Source: an optimization exercise on an open RTL-to-GDS flow (aim: small area, a short achievable clock period and few clock cycles). Production flows keep margins and buffers that such runs may drop. RTL that was checked went through simulation tests only; none was proved equivalent to the original.

v6:
==> flow/design.v <==
package sa_pkg;
    typedef enum logic [1:0] {
        IDLE  = 2'd0,
        FEED  = 2'd1,
        FLUSH = 2'd2,
        DRAIN = 2'd3
    } sa_state_t;
    localparam int DEF_WIDTH = 8;
    localparam int DEF_ACC   = 32;
    localparam int DEF_N     = 4;
    localparam int DEF_KW    = 16;
endpackage
module sa_pe_clr (
    input  logic        clk,
    input  logic        first,
    input  logic        v,
    input  logic        init_lo15,
    input  logic [14:0] init_hi,
    input  logic [7:0]  a,
    input  logic [3:0]  neg,
    input  logic [3:0]  one,
    input  logic [3:0]  two,
    output logic [30:0] acc
);
    logic [15:0] lo;
    logic [14:0] hi;
    logic        cy;
    logic [15:0] lo_m;
    logic        nv;
    logic [3:0]  ns;
    logic [7:0]  pp0, pp1, pp2, pp3;
    logic [8:0]  ax;
    logic [16:0] x, y, t;
    logic s1, c2, s3, c4, s5, c6, s7, c8, s9, c10, s11, c12, s13, c14, s15, c16, s17, c18, s19, c20, s21, c22, s23, c24, s25, c26, s27, c28, s29, c30, s31, c32, s33, c34, s35, c36, s37, c38, s39, c40, s41, c42, s43, c44, s45, c46, s47, c48, s49, c50, s51, c52, s53, c54, s55, c56, s57, c58, s59, c60, s61, c62, s63, c64, s65, c66, s67, c68, s69, c70, s71, c72, s73, c74, s75, c76, s77, c78, s79, c80;
    assign ax = {a, 1'b0};
    assign nv = ~v;
    assign lo_m = first ? {init_lo15, 15'd0} : lo;
    for (genvar m = 0; m < 8; m++) begin : g_pp
        assign pp0[m] = ((one[0] & ax[m+1]) | (two[0] & ax[m])) ^ neg[0];
        assign pp1[m] = ((one[1] & ax[m+1]) | (two[1] & ax[m])) ^ neg[1];
        assign pp2[m] = ((one[2] & ax[m+1]) | (two[2] & ax[m])) ^ neg[2];
        assign pp3[m] = ((one[3] & ax[m+1]) | (two[3] & ax[m])) ^ neg[3];
    end
    for (genvar k = 0; k < 4; k++) begin : g_ns
        assign ns[k] = ~(((one[k] | two[k]) & a[7]) ^ neg[k]);
    end
    assign s1 = pp0[4] ^ pp1[2];
    assign c2 = pp0[4] & pp1[2];
    assign s3 = pp0[5] ^ pp1[3];
    assign c4 = pp0[5] & pp1[3];
    assign s5 = pp0[6] ^ pp1[4] ^ pp2[2];
    assign c6 = (pp0[6] & pp1[4]) | (pp0[6] & pp2[2]) | (pp1[4] & pp2[2]);
    assign s7 = pp3[0] ^ neg[3];
    assign c8 = pp3[0] & neg[3];
    assign s9 = pp0[7] ^ pp1[5] ^ pp2[3];
    assign c10 = (pp0[7] & pp1[5]) | (pp0[7] & pp2[3]) | (pp1[5] & pp2[3]);
    assign s11 = pp3[1] ^ lo_m[7];
    assign c12 = pp3[1] & lo_m[7];
    assign s13 = ns[0] ^ pp1[6] ^ pp2[4];
    assign c14 = (ns[0] & pp1[6]) | (ns[0] & pp2[4]) | (pp1[6] & pp2[4]);
    assign s15 = pp3[2] ^ lo_m[8] ^ 1'b1;
    assign c16 = (pp3[2] & lo_m[8]) | (pp3[2] & 1'b1) | (lo_m[8] & 1'b1);
    assign s17 = pp1[7] ^ pp2[5] ^ pp3[3];
    assign c18 = (pp1[7] & pp2[5]) | (pp1[7] & pp3[3]) | (pp2[5] & pp3[3]);
    assign s19 = lo_m[9] ^ 1'b1;
    assign c20 = lo_m[9] & 1'b1;
    assign s21 = ns[1] ^ pp2[6] ^ pp3[4];
    assign c22 = (ns[1] & pp2[6]) | (ns[1] & pp3[4]) | (pp2[6] & pp3[4]);
    assign s23 = pp2[7] ^ pp3[5];
    assign c24 = pp2[7] & pp3[5];
    assign s25 = pp0[2] ^ pp1[0];
    assign c26 = pp0[2] & pp1[0];
    assign s27 = pp0[3] ^ pp1[1];
    assign c28 = pp0[3] & pp1[1];
    assign s29 = pp2[0] ^ neg[2] ^ lo_m[4];
    assign c30 = (pp2[0] & neg[2]) | (pp2[0] & lo_m[4]) | (neg[2] & lo_m[4]);
    assign s31 = c2 ^ pp2[1] ^ lo_m[5];
    assign c32 = (c2 & pp2[1]) | (c2 & lo_m[5]) | (pp2[1] & lo_m[5]);
    assign s33 = c4 ^ lo_m[6] ^ s5;
    assign c34 = (c4 & lo_m[6]) | (c4 & s5) | (lo_m[6] & s5);
    assign s35 = c6 ^ c8 ^ s9;
    assign c36 = (c6 & c8) | (c6 & s9) | (c8 & s9);
    assign s37 = c10 ^ c12 ^ s13;
    assign c38 = (c10 & c12) | (c10 & s13) | (c12 & s13);
    assign s39 = c14 ^ c16 ^ s17;
    assign c40 = (c14 & c16) | (c14 & s17) | (c16 & s17);
    assign s41 = c18 ^ c20 ^ lo_m[10];
    assign c42 = (c18 & c20) | (c18 & lo_m[10]) | (c20 & lo_m[10]);
    assign s43 = c22 ^ lo_m[11] ^ 1'b1;
    assign c44 = (c22 & lo_m[11]) | (c22 & 1'b1) | (lo_m[11] & 1'b1);
    assign s45 = c24 ^ ns[2] ^ pp3[6];
    assign c46 = (c24 & ns[2]) | (c24 & pp3[6]) | (ns[2] & pp3[6]);
    assign s47 = pp3[7] ^ lo_m[13];
    assign c48 = pp3[7] & lo_m[13];
    assign s49 = pp0[0] ^ neg[0];
    assign c50 = pp0[0] & neg[0];
    assign s51 = pp0[1] ^ lo_m[1];
    assign c52 = pp0[1] & lo_m[1];
    assign s53 = neg[1] ^ lo_m[2] ^ s25;
    assign c54 = (neg[1] & lo_m[2]) | (neg[1] & s25) | (lo_m[2] & s25);
    assign s55 = c26 ^ lo_m[3] ^ s27;
    assign c56 = (c26 & lo_m[3]) | (c26 & s27) | (lo_m[3] & s27);
    assign s57 = c28 ^ s1 ^ s29;
    assign c58 = (c28 & s1) | (c28 & s29) | (s1 & s29);
    assign s59 = c30 ^ s3 ^ s31;
    assign c60 = (c30 & s3) | (c30 & s31) | (s3 & s31);
    assign s61 = c32 ^ s7 ^ s33;
    assign c62 = (c32 & s7) | (c32 & s33) | (s7 & s33);
    assign s63 = c34 ^ s11 ^ s35;
    assign c64 = (c34 & s11) | (c34 & s35) | (s11 & s35);
    assign s65 = c36 ^ s15 ^ s37;
    assign c66 = (c36 & s15) | (c36 & s37) | (s15 & s37);
    assign s67 = c38 ^ s19 ^ s39;
    assign c68 = (c38 & s19) | (c38 & s39) | (s19 & s39);
    assign s69 = c40 ^ s21 ^ s41;
    assign c70 = (c40 & s21) | (c40 & s41) | (s21 & s41);
    assign s71 = c42 ^ s23 ^ s43;
    assign c72 = (c42 & s23) | (c42 & s43) | (s23 & s43);
    assign s73 = c44 ^ lo_m[12] ^ s45;
    assign c74 = (c44 & lo_m[12]) | (c44 & s45) | (lo_m[12] & s45);
    assign s75 = c46 ^ 1'b1 ^ s47;
    assign c76 = (c46 & 1'b1) | (c46 & s47) | (1'b1 & s47);
    assign s77 = c48 ^ ns[3] ^ lo_m[14];
    assign c78 = (c48 & ns[3]) | (c48 & lo_m[14]) | (ns[3] & lo_m[14]);
    assign s79 = lo_m[15] ^ nv;
    assign c80 = lo_m[15] & nv;
    assign x = {c80, c78, c76, c74, c72, c70, c68, c66, c64, c62, c60, c58, c56, c54, c52, c50, lo_m[0]};
    assign y = {nv, s79, s77, s75, s73, s71, s69, s67, s65, s63, s61, s59, s57, s55, s53, s51, s49};
    assign t = x + y;
    always_ff @(posedge clk) begin
        lo <= t[15:0];
        cy <= t[16];
        hi <= first ? init_hi : hi + {14'd0, cy};
    end
    assign acc = {hi, lo};
endmodule
module sa_tile (
    input  logic          clk,
    input  logic          rst_n,
    input  logic          start,
    input  logic [15:0]   k_len,
    input  logic          in_valid,
    output logic          in_ready,
    input  logic [31:0]   a_in,
    input  logic [31:0]   b_in,
    output logic          out_valid,
    input  logic          out_ready,
    output logic [1:0]    out_row,
    output logic [127:0]  out_data,
    output logic          busy,
    output logic          done
);
    logic        feed, wait1, wait2, drain;
    logic [15:0] rem;           
    logic        rem_is1;       
    logic        pend;          
    logic        v0, first0;    
    logic [3:0]  row_oh;
    logic        fire, job_go, last_take;
    assign fire      = feed & in_valid;
    assign job_go    = ~busy & start & (k_len != 16'd0);
    assign last_take = drain & out_ready & row_oh[3];
    always_ff @(posedge clk or negedge rst_n) begin
        if (!rst_n) begin
            feed    <= 1'b0;
            wait1   <= 1'b0;
            wait2   <= 1'b0;
            drain   <= 1'b0;
            busy    <= 1'b0;
            done    <= 1'b0;
            rem     <= 16'd0;
            rem_is1 <= 1'b0;
            pend    <= 1'b0;
            v0      <= 1'b0;
            first0  <= 1'b0;
            row_oh  <= 4'b0001;
            out_row <= 2'd0;
        end else begin
            done   <= last_take;
            v0     <= fire;
            first0 <= fire & pend;
            wait1  <= fire & rem_is1;
            wait2  <= wait1;
            if (job_go) begin
                feed    <= 1'b1;
                busy    <= 1'b1;
                rem     <= k_len;
                rem_is1 <= (k_len == 16'd1);
                pend    <= 1'b1;
            end else if (fire) begin
                rem     <= rem - 16'd1;
                rem_is1 <= (rem == 16'd2);
                pend    <= 1'b0;
                if (rem_is1) feed <= 1'b0;
            end
            if (wait2) drain <= 1'b1;
            if (drain & out_ready) begin
                row_oh  <= {row_oh[2:0], row_oh[3]};
                out_row <= out_row + 2'd1;
                if (row_oh[3]) begin
                    drain <= 1'b0;
                    busy  <= 1'b0;
                end
            end
        end
    end
    assign in_ready  = feed;
    assign out_valid = drain;
    logic [15:0] k_reg, nk;
    always_ff @(posedge clk) begin
        if (job_go) k_reg <= k_len;
    end
    assign nk = 16'd0 - k_reg;
    logic [31:0] a_r;
    logic [3:0]  neg_r [4];
    logic [3:0]  one_r [4];
    logic [3:0]  two_r [4];
    always_ff @(posedge clk) begin
        a_r <= fire ? a_in : 32'd0;
        for (int j = 0; j < 4; j++) begin
            for (int k = 0; k < 4; k++) begin
                logic b2, b1, b0;
                b2 = b_in[8*j + 2*k + 1];
                b1 = b_in[8*j + 2*k];
                b0 = (k == 0) ? 1'b0 : b_in[8*j + 2*k - 1];
                neg_r[j][k] <= b2;
                one_r[j][k] <= b1 ^ b0;
                two_r[j][k] <= (b2 & ~b1 & ~b0) | (~b2 & b1 & b0);
            end
        end
    end
    logic [30:0] acc [4][4];
    for (genvar i = 0; i < 4; i++) begin : g_row
        for (genvar j = 0; j < 4; j++) begin : g_col
            sa_pe_clr u_pe (
                .clk       (clk),
                .first     (first0),
                .v         (v0),
                .init_lo15 (nk[0]),
                .init_hi   (nk[15:1]),
                .a         (a_r[8*i +: 8]),
                .neg       (neg_r[j]),
                .one       (one_r[j]),
                .two       (two_r[j]),
                .acc       (acc[i][j])
            );
        end
    end
    always_comb begin
        for (int j = 0; j < 4; j++) begin
            logic [30:0] r;
            r = ({31{row_oh[0]}} & acc[0][j]) |
                ({31{row_oh[1]}} & acc[1][j]) |
                ({31{row_oh[2]}} & acc[2][j]) |
                ({31{row_oh[3]}} & acc[3][j]);
            out_data[32*j +: 32] = {r[30], r};
        end
    end
endmodule
make LEC_CHECK=0 CAP_MARGIN=20 CORE_MARGIN=2 CORE_UTILIZATION=40 SLEW_MARGIN=20 finish   # period 9.0 ns
run.sh (not shown) runs the stock make flow with config.mk's settings and CLKGATE_MAP_FILE= SYNTH_SCRIPT=/design/flow/synth_recipe.tcl, a recipe that flattens the netlist after the stock synthesis.
Input-level comparison between v7 and v6:
--- a/flow/design.v
+++ b/flow/design.v
@@ -154,10 +154,12 @@
     logic [15:0] rem;           
     logic        rem_is1;       
     logic        pend;          
     logic        v0, first0;    
     logic [3:0]  row_oh;
+    logic [3:0]  sel [4];       
+    logic [15:0] rem_m1;
     logic        fire, job_go, last_take;
     assign fire      = feed & in_valid;
     assign job_go    = ~busy & start & (k_len != 16'd0);
     assign last_take = drain & out_ready & row_oh[3];
     always_ff @(posedge clk or negedge rst_n) begin
@@ -172,10 +174,11 @@
             rem_is1 <= 1'b0;
             pend    <= 1'b0;
             v0      <= 1'b0;
             first0  <= 1'b0;
             row_oh  <= 4'b0001;
+            for (int j = 0; j < 4; j++) sel[j] <= 4'b0001;
             out_row <= 2'd0;
         end else begin
             done   <= last_take;
             v0     <= fire;
             first0 <= fire & pend;
@@ -186,26 +189,28 @@
                 busy    <= 1'b1;
                 rem     <= k_len;
                 rem_is1 <= (k_len == 16'd1);
                 pend    <= 1'b1;
             end else if (fire) begin
-                rem     <= rem - 16'd1;
-                rem_is1 <= (rem == 16'd2);
+                rem     <= rem_m1;
+                rem_is1 <= (rem_m1 == 16'd1);
                 pend    <= 1'b0;
                 if (rem_is1) feed <= 1'b0;
             end
             if (wait2) drain <= 1'b1;
             if (drain & out_ready) begin
                 row_oh  <= {row_oh[2:0], row_oh[3]};
+                for (int j = 0; j < 4; j++) sel[j] <= {sel[j][2:0], sel[j][3]};
                 out_row <= out_row + 2'd1;
                 if (row_oh[3]) begin
                     drain <= 1'b0;
                     busy  <= 1'b0;
                 end
             end
         end
     end
+    assign rem_m1    = rem - 16'd1;
     assign in_ready  = feed;
     assign out_valid = drain;
     logic [15:0] k_reg, nk;
     always_ff @(posedge clk) begin
         if (job_go) k_reg <= k_len;
@@ -247,13 +252,13 @@
         end
     end
     always_comb begin
         for (int j = 0; j < 4; j++) begin
             logic [30:0] r;
-            r = ({31{row_oh[0]}} & acc[0][j]) |
-                ({31{row_oh[1]}} & acc[1][j]) |
-                ({31{row_oh[2]}} & acc[2][j]) |
-                ({31{row_oh[3]}} & acc[3][j]);
+            r = ({31{sel[j][0]}} & acc[0][j]) |
+                ({31{sel[j][1]}} & acc[1][j]) |
+                ({31{sel[j][2]}} & acc[2][j]) |
+                ({31{sel[j][3]}} & acc[3][j]);
             out_data[32*j +: 32] = {r[30], r};
         end
     end
 endmodule
==> notes.md <==
v7: no failed stages, no open violations at the end
Run comparison: v7 slowest cell on the critical path sky130_fd_sc_hd__dfrtp_4; v6 slowest cell on the critical path sky130_fd_sc_hd__dfstp_4
Going from v6 to v7, post-route cell area grew by 2.1%; global router's overall resource usage now sits higher; count of clock-buffer cells in the layout saw a decrease.
Between v6 and v7, the clock latency at the later pin of the worst-skew pair is higher for v6.
Taking v6 as the reference point, the placed standard-cell area of v7 rises by 2.3%.
The share of flip-flops with an asynchronous set or reset after synthesis of v7 exceeds that of v6 by 2.3 points.
The required time at the endpoint of the critical path reported for v7 is greater than that of v6 by 2440 ps.
v7 can be clocked faster than v6.
v7 has more setup slack than v6.
Row sum of buffers and inverters on the critical path: v7 higher / v6 lower
Taking v6 as the reference, in v7 pin count of the biggest net entering global routing saw a decrease, period utilization went down by 4.3 points.
No run of this note included a check of the RTL's function; only the layout flow was run.

========
== run 1 ==
Another version of the RTL of sa_tile (not shown whole).
Size in the first run: ~6,900 cells after synthesis, roughly 670 flip-flops, roughly 220 I/O pins, roughly 0.060 sq mm of cells after synthesis.
clock: 9.0 ns
lec_check: 0
cap_margin: 20
core_margin: 2
core_utilization: 40
slew_margin: 20
Testbench counts of run 1, summed over its fixed seeds: cycles 17,359.
### run 1 -> run 2
--- a/flow/design.v
+++ b/flow/design.v
@@ -25,19 +25,20 @@
     logic        first;         
     logic [15:0] lo;
     logic [14:0] hi;
     logic        cy;
     logic [15:0] lo_m;
     logic        nv;
     logic [3:0]  ns;
     logic [7:0]  pp0, pp1, pp2, pp3;
     logic [8:0]  ax;
-    logic [16:0] x, y, t;
+    logic [16:0] x, y;
+    logic [16:0] t;
     logic s1, c2, s3, c4, s5, c6, s7, c8, s9, c10, s11, c12, s13, c14, s15, c16, s17, c18, s19, c20, s21, c22, s23, c24, s25, c26, s27, c28, s29, c30, s31, c32, s33, c34, s35, c36, s37, c38, s39, c40, s41, c42, s43, c44, s45, c46, s47, c48, s49, c50, s51, c52, s53, c54, s55, c56, s57, c58, s59, c60, s61, c62, s63, c64, s65, c66, s67, c68, s69, c70, s71, c72, s73, c74, s75, c76, s77, c78, s79, c80;
     assign ax = {a, 1'b0};
     assign nv = ~v;
     assign lo_m = first ? {init_lo15, 15'd0} : lo;
     for (genvar m = 0; m < 8; m++) begin : g_pp
         assign pp0[m] = ((one[0] & ax[m+1]) | (two[0] & ax[m])) ^ neg[0];
         assign pp1[m] = ((one[1] & ax[m+1]) | (two[1] & ax[m])) ^ neg[1];
         assign pp2[m] = ((one[2] & ax[m+1]) | (two[2] & ax[m])) ^ neg[2];
         assign pp3[m] = ((one[3] & ax[m+1]) | (two[3] & ax[m])) ^ neg[3];
@@ -210,49 +211,55 @@
         end
     end
     assign in_ready  = feed;
     assign out_valid = drain;
     logic [15:0] k_reg, nk;
     always_ff @(posedge clk) begin
         if (job_go) k_reg <= k_len;
     end
     assign nk = 16'd0 - k_reg;
-    logic [31:0] a_r;
-    logic [3:0]  neg_r [4];
-    logic [3:0]  one_r [4];
-    logic [3:0]  two_r [4];
-    always_ff @(posedge clk) begin
-        a_r <= fire ? a_in : 32'd0;
+    logic [31:0] a_r, a_rn;
+    logic [3:0]  neg_r [4], one_r [4], two_r [4];
+    logic [3:0]  neg_rn [4], one_rn [4], two_rn [4];
+    always_ff @(posedge clk) begin
+        a_r  <= a_in;
+        a_rn <= ~a_in;
         for (int j = 0; j < 4; j++) begin
             for (int k = 0; k < 4; k++) begin
-                logic b2, b1, b0;
+                logic b2, b1, b0, dn, d1, d2;
                 b2 = b_in[8*j + 2*k + 1];
                 b1 = b_in[8*j + 2*k];
                 b0 = (k == 0) ? 1'b0 : b_in[8*j + 2*k - 1];
-                neg_r[j][k] <= b2;
-                one_r[j][k] <= b1 ^ b0;
-                two_r[j][k] <= (b2 & ~b1 & ~b0) | (~b2 & b1 & b0);
+                dn = fire & b2;
+                d1 = fire & (b1 ^ b0);
+                d2 = fire & ((b2 & ~b1 & ~b0) | (~b2 & b1 & b0));
+                neg_r[j][k]  <= dn;
+                one_r[j][k]  <= d1;
+                two_r[j][k]  <= d2;
+                neg_rn[j][k] <= ~dn;
+                one_rn[j][k] <= ~d1;
+                two_rn[j][k] <= ~d2;
             end
         end
     end
     logic [30:0] acc [4][4];
     for (genvar i = 0; i < 4; i++) begin : g_row
         for (genvar j = 0; j < 4; j++) begin : g_col
             sa_pe_clr u_pe (
                 .clk       (clk),
                 .job_go    (job_go),
                 .v         (v0),
                 .init_lo15 (nk[0]),
                 .init_hi   (nk[15:1]),
-                .a         (a_r[8*i +: 8]),
-                .neg       (neg_r[j]),
-                .one       (one_r[j]),
-                .two       (two_r[j]),
+                .a         ((j < 2) ? a_r[8*i +: 8] : ~a_rn[8*i +: 8]),
+                .neg       ((i < 2) ? neg_r[j] : ~neg_rn[j]),
+                .one       ((i < 2) ? one_r[j] : ~one_rn[j]),
+                .two       ((i < 2) ? two_r[j] : ~two_rn[j]),
                 .acc       (acc[i][j])
             );
         end
     end
     always_comb begin
         for (int j = 0; j < 4; j++) begin
             logic [30:0] r;
             r = ({31{sel[j][0]}} & acc[0][j]) |
                 ({31{sel[j][1]}} & acc[1][j]) |
### Flow results
- Post-synthesis instance total: run 2 higher than run 1
- Overall fraction of global-route tracks in use, run 2 and run 1, higher one = run 2.
- Cmp run 2 vs run 1: arrival time of the worst setup path lower in run 2
- Run 2 vs. run 1: actual slew at the worst max-slew pin has increased; clock-cell share of area has increased; multi-input gate area in the final layout has decreased; CTS clock-pin slew for the worst setup and hold paths has remained practically unchanged.
Testbench counts of run 2, summed over its fixed seeds: cycles 17,359.

## port drivers added, routing unchanged
How much do the figures lean on ideal ports? The routed layouts below were timed once more, with nothing changed but the port constraints.
Step 1, drivers: a clkbuf_16 drives clk and a buf_2 each remaining input, both assumed.
Step 2 times the ports against the registers' clock, not the clock port: input delays grow and output delays shrink by t, the midpoint of the rising clock arrivals with the driver on.
a / b / c = ideal ports / drivers / drivers and shift; a / b = the first two.
| run | t (ns) | setup WS [ns] | worst setup path after step 2 | clock arrival spread, ns | cell pins on the clock port's net |
|---|---|---|---|---|---|
| v6 | 0.783 | 3.386 / 3.311 / 3.788 | register to register | 0.044 / 0.044 | 1 |
| v7 | 0.778 | 3.773 / 3.773 / 3.773 | register to register | 0.027 / 0.026 | 1 |
| run 1 | 0.787 | 4.217 / 4.217 / 4.217 | register to register | 0.038 / 0.038 | 1 |
| run 2 | 0.786 | 3.843 / 3.769 / 3.947 | register to register | 0.044 / 0.045 | 1 |
After both steps every run listed still meets setup and hold.
